What follows belongs to an exercise in optimizing a design on an open flow for small area, a short achievable clock period and few clock cycles per item; a production flow would make more cautious choices. Function was checked by simulation only, so behaviour that the tests miss may differ from the original. No activity file was given, so power comes from the tool's default toggle rates.

P:
==> flow/design.v (excerpt) <==
module keyed_score_table (
    input  logic        clk,
    input  logic        rst_n,
    input  logic        in_valid,
    output logic        in_ready,
    input  logic [2:0]  in_op,
    input  logic [31:0] in_player_id,
    input  logic [31:0] in_score,
    output logic        out_valid,
    input  logic        out_ready,
    output logic [1:0]  out_status,
    output logic [31:0] out_id,
    output logic [31:0] out_score,
    output logic        out_last
);
Settings: LEC_CHECK=0, ABC_CLOCK_PERIOD_IN_PS=3000, CAP_MARGIN=20, CORE_MARGIN=2, CORE_UTILIZATION=30, SETUP_SLACK_MARGIN=5, SLEW_MARGIN=20; clock period 10.0 ns.
standard.sh (not shown) runs the stock make flow with config.mk's settings and CLKGATE_MAP_FILE= SYNTH_SCRIPT=/design/flow/synth_recipe.tcl, a recipe that flattens the netlist after the stock synthesis.
==> flow/flow/run.sh <==
#!/bin/bash
set -euo pipefail
bash standard.sh SETUP_SLACK_MARGIN=6 finish > layout.log 2>&1
Testbench counts of P, summed over its fixed seeds: cycles 6,983, items 3,200.
Input-level comparison between Q and P:
--- a/flow/design.v
+++ b/flow/design.v
@@ -13,58 +13,85 @@
     localparam logic [2:0] OP_AVG    = 3'd6;
     localparam logic [2:0] OP_NONE   = 3'd7;
     localparam logic [1:0] ST_OK       = 2'd0;
     localparam logic [1:0] ST_EMPTY    = 2'd1;
     localparam logic [1:0] ST_NOTFOUND = 2'd2;
     localparam logic [1:0] ST_FULL     = 2'd3;
 endpackage
 `timescale 1ns / 1ps
 module kst_divider #(
-    parameter int STEPS = 6
+    parameter int STEPS = 2
 ) (
     input  logic               clk,
     input  logic               rst_n,
     input  logic               load,
     input  logic signed [36:0] dividend,
     input  logic [4:0]         divisor,
     output logic               done,
     output logic               done_nx,      
     output logic [31:0]        quotient
 );
-    localparam int CYC = (32 + STEPS - 1) / STEPS;
-    localparam int DW  = CYC * STEPS;
+    localparam int CYC = (16 + STEPS - 1) / STEPS;
+    localparam int DW  = 2 * CYC * STEPS;
     logic [DW-1:0] dq_reg;    
     logic [3:0]    r_reg;     
-    logic [4:0]    n_reg;
     logic          neg_reg;
     logic [$clog2(CYC+1)-1:0] cyc_reg;
     logic          busy_reg;
+    logic [3:0]    qk [1:3];
+    logic [1:0]    rk [1:3];
     logic [DW-1:0] dq_out;
     logic [3:0]    r_out;
-    logic [4:0]    t;
     logic [4:0]    top;
+    logic [5:0]    kn;
     assign top = 5'($signed(dividend[36:DW]));
+    function automatic logic ge4(input logic [3:0] r, input logic [3:0] a);
+        ge4 = (r[3] & ~a[3]) | ((r[3] | ~a[3]) & ((r[2] & ~a[2]) | ((r[2] | ~a[2])
+              & ((r[1] & ~a[1]) | ((r[1] | ~a[1]) & (r[0] | ~a[0]))))));
+    endfunction
+    logic [1:0] be;
+    logic [3:0] ak [1:3];
+    logic [1:0] ek [1:3];
+    logic [1:0] dk [1:3];
+    logic [3:1] ck;
     always_comb
     begin
         r_out  = r_reg;
         dq_out = dq_reg;
         for (int s = 0; s < STEPS; s++)
         begin
-            t = {r_out, dq_out[DW-1]};
-            if (t >= n_reg)
+            be = dq_out[DW-1:DW-2];
+            for (int k = 1; k <= 3; k++)
             begin
-                r_out  = 4'(t - n_reg);
-                dq_out = {dq_out[DW-2:0], 1'b1};
+                ak[k] = qk[k] + {3'd0, rk[k] > be};
+                ek[k] = 2'({rk[k] > be, be} - {1'b0, rk[k]});
+                ck[k] = ge4(r_out, ak[k]);
+                dk[k] = r_out[1:0] - ak[k][1:0];
+            end
+            if (ck[3])
+            begin
+                r_out  = {dk[3], ek[3]};
+                dq_out = {dq_out[DW-3:0], 2'd3};
+            end
+            else if (ck[2])
+            begin
+                r_out  = {dk[2], ek[2]};
+                dq_out = {dq_out[DW-3:0], 2'd2};
+            end
+            else if (ck[1])
+            begin
+                r_out  = {dk[1], ek[1]};
+                dq_out = {dq_out[DW-3:0], 2'd1};
             end
             else
             begin
-                r_out  = t[3:0];
-                dq_out = {dq_out[DW-2:0], 1'b0};
+                r_out  = {r_out[1:0], be};
+                dq_out = {dq_out[DW-3:0], 2'd0};
             end
         end
     end
     assign done_nx = !load && (done || (busy_reg && cyc_reg == CYC - 1));
     always_ff @(posedge clk or negedge rst_n)
     begin
         if (!rst_n)
         begin
             busy_reg <= 1'b0;
@@ -87,33 +114,38 @@
             end
         end
     end
     always_ff @(posedge clk)
     begin
         if (load)
         begin
             r_reg   <= top[4] ? 4'(top + divisor) : top[3:0];
             dq_reg  <= dividend[DW-1:0];
-            n_reg   <= divisor;
             neg_reg <= dividend[36];
+            for (int k = 1; k <= 3; k++)
+            begin
+                kn    = 6'(k) * {1'b0, divisor};
+                qk[k] <= kn[5:2];
+                rk[k] <= kn[1:0];
+            end
         end
         else if (busy_reg)
         begin
             dq_reg <= dq_out;
             r_reg  <= r_out;
         end
     end
     assign quotient = dq_reg[31:0] + {31'd0, neg_reg && (r_reg != 4'd0)};
 endmodule
 `timescale 1ns / 1ps
 import kst_pkg::*;
 module keyed_score_table_core #(
-    parameter int DIV_STEPS = 3
+    parameter int DIV_STEPS = 2
 ) (
     input  logic        clk,
     input  logic        rst_n,
     input  logic        in_valid,
     output logic        in_ready,
     input  logic [2:0]  in_op,
     input  logic [31:0] in_player_id,
     input  logic [31:0] in_score,
     output logic        out_valid,
## What came out
Looking at the reports, Q completed the entire flow and the layout it produced met the timing, DRC and antenna checks. Q gives more global-route wire length before repair than P did. Q vs P — detail-routed via count per cell rose about 1.4%. Fraction of area in registers, P and Q: higher on P. Area after synthesis: P vs Q, no meaningful difference. P -> Q: total power draw increased by a few percent. Q and P ended up with roughly the same flip-flop and latch count. On post-layout worst setup margin, P beats Q. Q reports a higher proportion of power drawn by combinational gates than P does. Per the comparison of Q with P, final cell count shows a reduction of 102, utilization up 0.49 points.
Testbench counts of Q, summed over its fixed seeds: cycles 6,449, items 3,200.

========
Setup of run A:
Another version of the RTL of keyed_score_table (not shown whole).
Size: ~10000 cells after synthesis, about 1900 flip-flops, about 140 I/O pins, about 0.11 mm^2 of cells after synthesis.
Settings: LEC_CHECK=0, ABC_CLOCK_PERIOD_IN_PS=3000, CAP_MARGIN=20, CORE_MARGIN=2, CORE_UTILIZATION=45, SETUP_SLACK_MARGIN=5, SLEW_MARGIN=20; clock period 10.0 ns.
Scripts as last shown in full above: flow/flow/run.sh
Run A completed end to end with timing, DRC and antenna clean.
Testbench counts of run A, summed over its fixed seeds: cycles 5,914, items 3,200.
Changes in run B relative to run A:
-- flow/design.v --
<<< run A, line 217
    logic [N-1:0]       valid;
    logic [4:0]         cnt;
    logic [N-1:0][N-1:0] su;
    logic [N-1:0][N-1:0] mu;
    logic [N-1:0][N-1:0] bu;
    logic              s_act;
>>> run B, line 217
    logic [N-1:0]       valid;
    logic [4:0]         cnt;
    logic [N-1:0][N-1:0] lt;
    logic [N-1:0][N-1:0] bu;
    logic              s_act;
<<< run A, line 225
    logic signed [36:0] sum, sum_next;
    logic [31:0]       addv, subv;
    logic              chg1;
    logic [1:0]        q_cnt;
    logic              ov;        
>>> run B, line 224
    logic signed [36:0] sum, sum_next;
    logic [31:0]       addv, subv;
    logic              zero_f, chg1;
    logic [1:0]        q_cnt;
    logic              ov;        
<<< run A, line 233
    logic [31:0]       div_q;
    logic [N-1:0][N-1:0] bf;     
    logic [N-1:0][N-1:0] rs;     
    logic [N-1:0][N-1:0] bx;     
>>> run B, line 232
    logic [31:0]       div_q;
    logic [N-1:0][N-1:0] bf;     
    logic [N-1:0][N-1:0] eqm;    
    logic [N-1:0][N-1:0] rs;     
    logic [N-1:0][N-1:0] bx;     
<<< run A, line 242
                if (j == i)
                begin
                    bf[j][i] = 1'b0;
                    rs[j][i] = 1'b0;
                    bx[j][i] = 1'b0;
                end
                else
                begin
                    bf[j][i] = (j < i) ? bu[j][i] : !bu[i][j];
                    rs[j][i] = (j < i) ? su[j][i] : !su[i][j];
                    bx[j][i] = (j < i) ? mu[j][i] : !mu[i][j];
                end
            end
>>> run B, line 242
                if (j == i)
                begin
                    bf[j][i]  = 1'b0;
                    eqm[j][i] = 1'b0;
                    rs[j][i]  = 1'b0;
                    bx[j][i]  = 1'b0;
                end
                else
                begin
                    bf[j][i]  = (j < i) ? bu[j][i] : !bu[i][j];
                    eqm[j][i] = !lt[j][i] && !lt[i][j];
                    rs[j][i]  = lt[j][i] || (eqm[j][i] && bf[j][i]);
                    bx[j][i]  = lt[i][j] || (eqm[j][i] && bf[j][i]);
                end
            end
<<< run A, line 436
        end
    end
    assign sum_next = sum + 37'($signed(addv)) - 37'($signed(subv));
    always_ff @(posedge clk)
    begin
>>> run B, line 438
        end
    end
    assign sum_next = (zero_f ? 37'sd0 : sum) + 37'($signed(addv)) - 37'($signed(subv));
    always_ff @(posedge clk)
    begin
<<< run A, line 462
                scs[i] <= b_sc;
        end
        for (int j = 0; j < N; j++)
            for (int i = j + 1; i < N; i++)
            begin
                if (wr && w[j])
                begin
                    su[j][i] <= b_xlt[i] || (!b_xgt[i] && (add_ok || bu[j][i]));
                    mu[j][i] <= b_xgt[i] || (!b_xlt[i] && (add_ok || bu[j][i]));
                end
                else if (wr && w[i])
                begin
                    su[j][i] <= b_xgt[j] || (!b_xlt[j] && !add_ok && bu[j][i]);
                    mu[j][i] <= b_xlt[j] || (!b_xgt[j] && !add_ok && bu[j][i]);
                end
            end
        for (int j = 0; j < N; j++)
            for (int i = j + 1; i < N; i++)
>>> run B, line 464
                scs[i] <= b_sc;
        end
        for (int a = 0; a < N; a++)
            for (int b = 0; b < N; b++)
                if (a != b)
                begin
                    if (wr && w[a])
                        lt[a][b] <= b_xlt[b];
                    else if (wr && w[b])
                        lt[a][b] <= b_xgt[a];
                end
        for (int j = 0; j < N; j++)
            for (int i = j + 1; i < N; i++)
<<< run A, line 500
        addv   <= wr ? b_sc : 32'd0;
        subv   <= (upd_ok || rem_ok) ? old_sc : 32'd0;
        sum    <= (add_ok && empty) ? 37'sd0 : sum_next;
        if (q_cnt == 2'd0 || (q_cnt == 2'd1 && out_ready))
        begin
>>> run B, line 497
        addv   <= wr ? b_sc : 32'd0;
        subv   <= (upd_ok || rem_ok) ? old_sc : 32'd0;
        zero_f <= add_ok && empty;
        sum    <= sum_next;
        if (q_cnt == 2'd0 || (q_cnt == 2'd1 && out_ready))
        begin
Findings:
Fmax for run B is lower than for run A. On flip-flop and latch count, run A and run B are basically level. On site row count: between run A and run B, it ends up higher for run A. Run B vs run A — inverter count of the layout excluding clock inverters dropped by a few percent. Adder-cell area share of the yosys netlist: run A vs run B, no meaningful difference. Relative to run A, number of placed instances, taps included has gone down in run B. Run B vs run A: mux contribution to synthesized area down in run B.
Testbench counts of run B, summed over its fixed seeds: cycles 5,914, items 3,200.

## afterwards: timing with drivers on the ports
How much do the figures lean on ideal ports? The routed layouts below were timed once more, with nothing changed but the port constraints. Step 1, drivers: a clkbuf_16 drives clk and a buf_2 each remaining input, both assumed. Step 2 also shifts input and output timing later by t, the mid clock arrival at the registers, as if the neighbouring blocks saw the same clock. Three values: ideal, step 1, step 2; two values: the first two.
run | t, ns | setup WS [ns] | cell pins on the clock port's net
P | 1.027 | 5.235 / 5.235 / 5.114 | 1
Q | 1.004 | 4.927 / 4.927 / 4.927 | 1
run A | 0.985 | 5.772 / 5.772 / 5.128 | 1
run B | 0.997 | 5.684 / 5.684 / 5.085 | 1
After both steps setup and hold are still met in every run listed. The setup slack of run A, which loses most, moves by 0.000 ns with the drivers and by -0.644 ns with both steps.
